Context: an optimization exercise on an open-source flow, tuned for small area, a short achievable clock period and few clock cycles per item. The choices shown serve that exercise and are no tape-out recipe. RTL that was checked went through simulation tests only; none was proved equivalent to the original. Power figures rest on the tool's default switching activity, not on a simulated workload.

P:
Design markov_jump_langevin_angle_step_top, start of the top module:
module markov_jump_langevin_angle_step_top (
    input  logic        i_clk,
    input  logic        i_rst_n,
    input  logic        i_in_valid,
    output logic        o_in_ready,
    input  logic        i_mode,
    input  logic [31:0] i_start_angle,
    input  logic [1:0]  i_start_state,
    input  logic [15:0] i_uniform_event,
    input  logic [15:0] i_uniform_choice,
    input  logic [15:0] i_gaussian_sample,
    output logic        o_out_valid,
    input  logic        i_out_ready,
    output logic [31:0] o_angle,
    output logic [1:0]  o_state,
    output logic [31:0] o_target_angle,
    output logic [15:0] o_rotations,
    input  logic        i_cfg_we,
    input  logic [2:0]  i_cfg_idx,
    input  logic [63:0] i_cfg_data
);
    logic [63:0] r_leave;
    logic [63:0] r_cdf0, r_cdf1;    
    logic [63:0] r_rest;
    logic [7:0]  r_kn;              
    logic [8:0]  r_k1, r_k2;
    logic [31:0] r_gain;
    logic [7:0] kn_w;
    logic [8:0] k1_w, k2_w;
    always_comb begin
        logic [18:0] k;
        k = {1'b0, i_cfg_data[16:0], 1'b0};
        for (int i = 0; i < 9; i++) begin
            logic b2, b1, b0;
            b2 = k[2*i+2]; b1 = k[2*i+1]; b0 = k[2*i];
            if (i < 8) kn_w[i] = b2 & ~(b1 & b0);
            k1_w[i] = b1 ^ b0;
            k2_w[i] = (b2 & ~b1 & ~b0) | (~b2 & b1 & b0);
        end
    end
    always_ff @(posedge i_clk) begin
        if (!i_rst_n) begin
            r_leave <= '0;
            r_cdf0  <= '0;
            r_cdf1  <= '0;
            r_rest  <= '0;
            r_kn    <= '0;
            r_k1    <= 9'h100;    
            r_k2    <= '0;
  ...
For scale: ~6900 cells after synthesis, ~240 I/O pins, about 0.064 mm² of cells after synthesis.
Settings: LEC_CHECK=0, CAP_MARGIN=20, CORE_MARGIN=2, CORE_UTILIZATION=40, SLEW_MARGIN=20; clock period 14.0 ns.
standard.sh (not shown) runs the stock make flow with config.mk's settings and CLKGATE_MAP_FILE= SYNTH_SCRIPT=/design/flow/synth_recipe.tcl, a recipe that flattens the netlist after the stock synthesis.
==> flow/flow/run.sh <==
#!/bin/bash
# Standard synthesis; then flow/pol.py removes inverters around the full
# adders of the synthesized netlist (same function, same registers); then the
# standard layout, with repair_timing aiming at a setup slack margin of
# SETUP_MARGIN ns instead of 0.
set -euo pipefail
R=$PWD/orfs/results/sky130hd/markov_jump_langevin_angle_step_top/base
bash standard.sh $R/1_2_yosys.v > synth.log 2>&1
cp $R/1_2_yosys.v yosys_before_pol.v
python3 flow/pol.py yosys_before_pol.v $R/1_2_yosys.v > pol.log 2>&1
touch $R/1_2_yosys.v
bash standard.sh SETUP_SLACK_MARGIN=${SETUP_MARGIN:-7.5} finish > standard.log 2>&1
Other scripts of this flow, unchanged in this note and not shown: flow/flow/pol.py
Changes in Q relative to P:
--- a/flow/design.v
+++ b/flow/design.v
@@ -70,27 +70,21 @@
     input  logic signed [15:0]         i_r,
     input  logic signed [33:0]         i_tr,
     input  logic [63:0]                i_leave,
     input  logic [63:0]                i_cdf0,
     input  logic [63:0]                i_cdf1,
     output logic [1:0]                 o_s,
     output logic signed [15:0]         o_r,
-    input  logic [63:0]                i_rest,
-    output logic signed [33:0]         o_tr,
-    output logic signed [34:0]         o_u      
+    output logic signed [33:0]         o_tr
 );
     logic        mode;
     logic [15:0] ue, uc;
     logic [7:0]  nxt;               
     logic        up, dn;
     logic [3:0]  jump, c0_gt, c1_gt;
-    logic signed [33:0] delta, trx;
-    logic [34:0] ua, ub, uc3, us, uc2;
-    mjl_add #(.W(34)) u_add_tr (.i_a(trx), .i_b(delta), .i_ci(1'b0), .o_s(o_tr));
-    mjl_add #(.W(35)) u_add_u  (.i_a(us), .i_b(uc2), .i_ci(1'b0), .o_s(o_u));
     for (genvar s = 0; s < 4; s++) begin : g_cmp
         mjl_lt16 u_jump (.i_a(i_word[47:32]), .i_b(i_leave[16*s +: 16]), .o_lt(jump[s]));
         mjl_lt16 u_c0   (.i_a(i_word[31:16]), .i_b(i_cdf0[16*s +: 16]),  .o_lt(c0_gt[s]));
         mjl_lt16 u_c1   (.i_a(i_word[31:16]), .i_b(i_cdf1[16*s +: 16]),  .o_lt(c1_gt[s]));
     end
     always_comb begin
         mode = i_word[48];
@@ -104,23 +98,21 @@
             to = (p < 2'(s)) ? p : p + 2'd1;
             nxt[2*s +: 2] = jump[s] ? to : 2'(s);
         end
         if (mode == mjl_pkg::MODE_START) o_s = i_word[33:32];
         else                             o_s = nxt[2*i_s +: 2];
         up = mode && i_s == 2'd3 && nxt[7:6] == 2'd0 && i_r != 16'sh7fff;
         dn = mode && i_s == 2'd0 && nxt[1:0] == 2'd3 && i_r != 16'sh8000;
-        if (mode == mjl_pkg::MODE_START) o_r = 16'sd0;
-        else                             o_r = i_r + $signed({{15{dn}}, up | dn});
-        trx   = (mode == mjl_pkg::MODE_START) ? 34'sd0 : i_tr;
-        delta = up ? mjl_pkg::TWO_PI_THIRD : dn ? -mjl_pkg::TWO_PI_THIRD : 34'sd0;
-        ua  = {16'd0, i_rest[16*o_s +: 16], 3'b000};
-        ub  = 35'(trx);
-        uc3 = 35'(delta);
-        us  = ua ^ ub ^ uc3;
-        uc2 = {((ua[33:0] & ub[33:0]) | (ua[33:0] & uc3[33:0]) | (ub[33:0] & uc3[33:0])), 1'b0};
+        if (mode == mjl_pkg::MODE_START) begin
+            o_r  = 16'sd0;
+            o_tr = 34'sd0;
+        end else begin
+            o_r  = i_r + $signed({{15{dn}}, up | dn});
+            o_tr = i_tr + (up ? mjl_pkg::TWO_PI_THIRD : dn ? -mjl_pkg::TWO_PI_THIRD : 34'sd0);
+        end
     end
 endmodule
 module mjl_lt16 (
     input  logic [15:0] i_a,
     input  logic [15:0] i_b,
     output logic        o_lt
 );
@@ -1918,16 +1910,15 @@
         .o_valid  (i_v),
         .o_word   (i_word)
     );
     logic               r1_v, r1_mode;
     logic [31:0]        r1_x;       
     logic [23:0]        g_enc;
     logic [1:0]         r_s;        
-    logic signed [34:0] r1_u;       
-    logic signed [34:0] u_new;
+    logic [15:0]        r1_rest;    
     logic signed [15:0] r_r;        
     logic signed [33:0] r_tr;       
     logic [1:0]         s_new;
     logic signed [15:0] r_new;
     logic signed [33:0] tr_new;
     mjl_front u_front (
         .i_word  (i_word),
@@ -1935,17 +1926,15 @@
         .i_r     (r_r),
         .i_tr    (r_tr),
         .i_leave (r_leave),
         .i_cdf0  (r_cdf0),
         .i_cdf1  (r_cdf1),
         .o_s     (s_new),
         .o_r     (r_new),
-        .i_rest  (r_rest),
-        .o_tr    (tr_new),
-        .o_u     (u_new)
+        .o_tr    (tr_new)
     );
     always_ff @(posedge i_clk) begin
         if (!i_rst_n) begin
             r1_v <= 1'b0;
             r_s  <= 2'd0;
             r_r  <= 16'sd0;
             r_tr <= 34'sd0;
@@ -1967,27 +1956,28 @@
             g_enc[i]    = (g[2*i+2] & ~g[2*i+1] & ~g[2*i]) | (~g[2*i+2] & g[2*i+1] & g[2*i]);
         end
     end
     always_ff @(posedge i_clk) begin
         if (adv && i_v) begin
             r1_mode <= i_word[48];
             r1_x    <= (i_word[48] == mjl_pkg::MODE_STEP) ? {8'd0, g_enc} : i_word[31:0];
-            r1_u    <= u_new;
+            r1_rest <= r_rest[16*s_new +: 16];
         end
     end
     logic               r2_v, r2_mode;
     logic [48:0]        r2_x;       
     logic [1:0]         r2_s;
     logic signed [15:0] r2_r;
     logic signed [31:0] r2_t;
-    logic signed [34:0] t_sum;
+    logic signed [34:0] t_sum, t_add;
+    mjl_add #(.W(35)) u_add_t (.i_a({16'd0, r1_rest, 3'b000}), .i_b(35'(r_tr)), .i_ci(1'b0), .o_s(t_add));
     logic signed [31:0] t1;         
     logic [52:0]        n_s, n_c, dp;
     always_comb begin
-        t_sum = r1_u;
+        t_sum = t_add;
         if (t_sum > 35'sd2147483647)       t1 = 32'sh7fffffff;
         else if (t_sum < -35'sd2147483648) t1 = 32'sh80000000;
         else                               t1 = t_sum[31:0];
     end
     mjl_noise_tree u_noise (
         .i_gn (r_gain),
         .gn   ((r1_mode == mjl_pkg::MODE_STEP) ? r1_x[23:16] : 8'd0),
==> comparison <==
In Q, maximum single-stage delay on the critical path is higher than in P. Critical path depth (P / Q): 1.15. Q ended with less total power than P. Relative to P, sequential share of cell area has increased by 0.40 points in Q. Detailed route, Q vs P: via total lower for Q. Clock transition time at the flip-flop clock pins of the worst setup and hold paths: Q vs P, no meaningful difference. From P to Q the numbers moved as follows: layout-stage area growth over the synthesis result decreased 2.5 points, number of nets in the layout saw a decrease, clock-buffer cell count dropped 3, peak clock frequency supported by timing increased by about 11% relative to the old numbers. Summary of Q over P: share of power burned in combinational logic has decreased; cell count dropped 211; setup slack +0.72 ns; number of non-clock buffers in the layout moved down.
Testbench counts of Q, summed over its fixed seeds: cycles 16,032, items 16,000.
The RTL of P was laid out without a check of its function.

[afterwards: timing with drivers on the ports]
Ports are ideal in the flow. The routed layouts listed here were re-timed in OpenROAD.
Step 1 sets driving cells, clkbuf_16 on the clock port and buf_2 on the other inputs (assumed; they add their load-dependent delay and slew).
Step 2 moves the port delays by t, midway between the first and last clock arrival at a register: inputs arrive t later, outputs are due t later. That takes back most of the time a late clock gives input paths.
Slacks: ideal / step 1 / step 2; pairs: ideal / step 1.
run | t (ns) | setup slack, ns | slew at the worst register clock pin (ns) | cell pins on the clock port's net
P | 0.794 | 6.600 / 6.600 / 6.600 | 0.07 / 0.07 | 1
Q | 0.792 | 7.320 / 7.320 / 7.320 | 0.07 / 0.07 | 1
After both steps setup and hold are still met in every run listed.
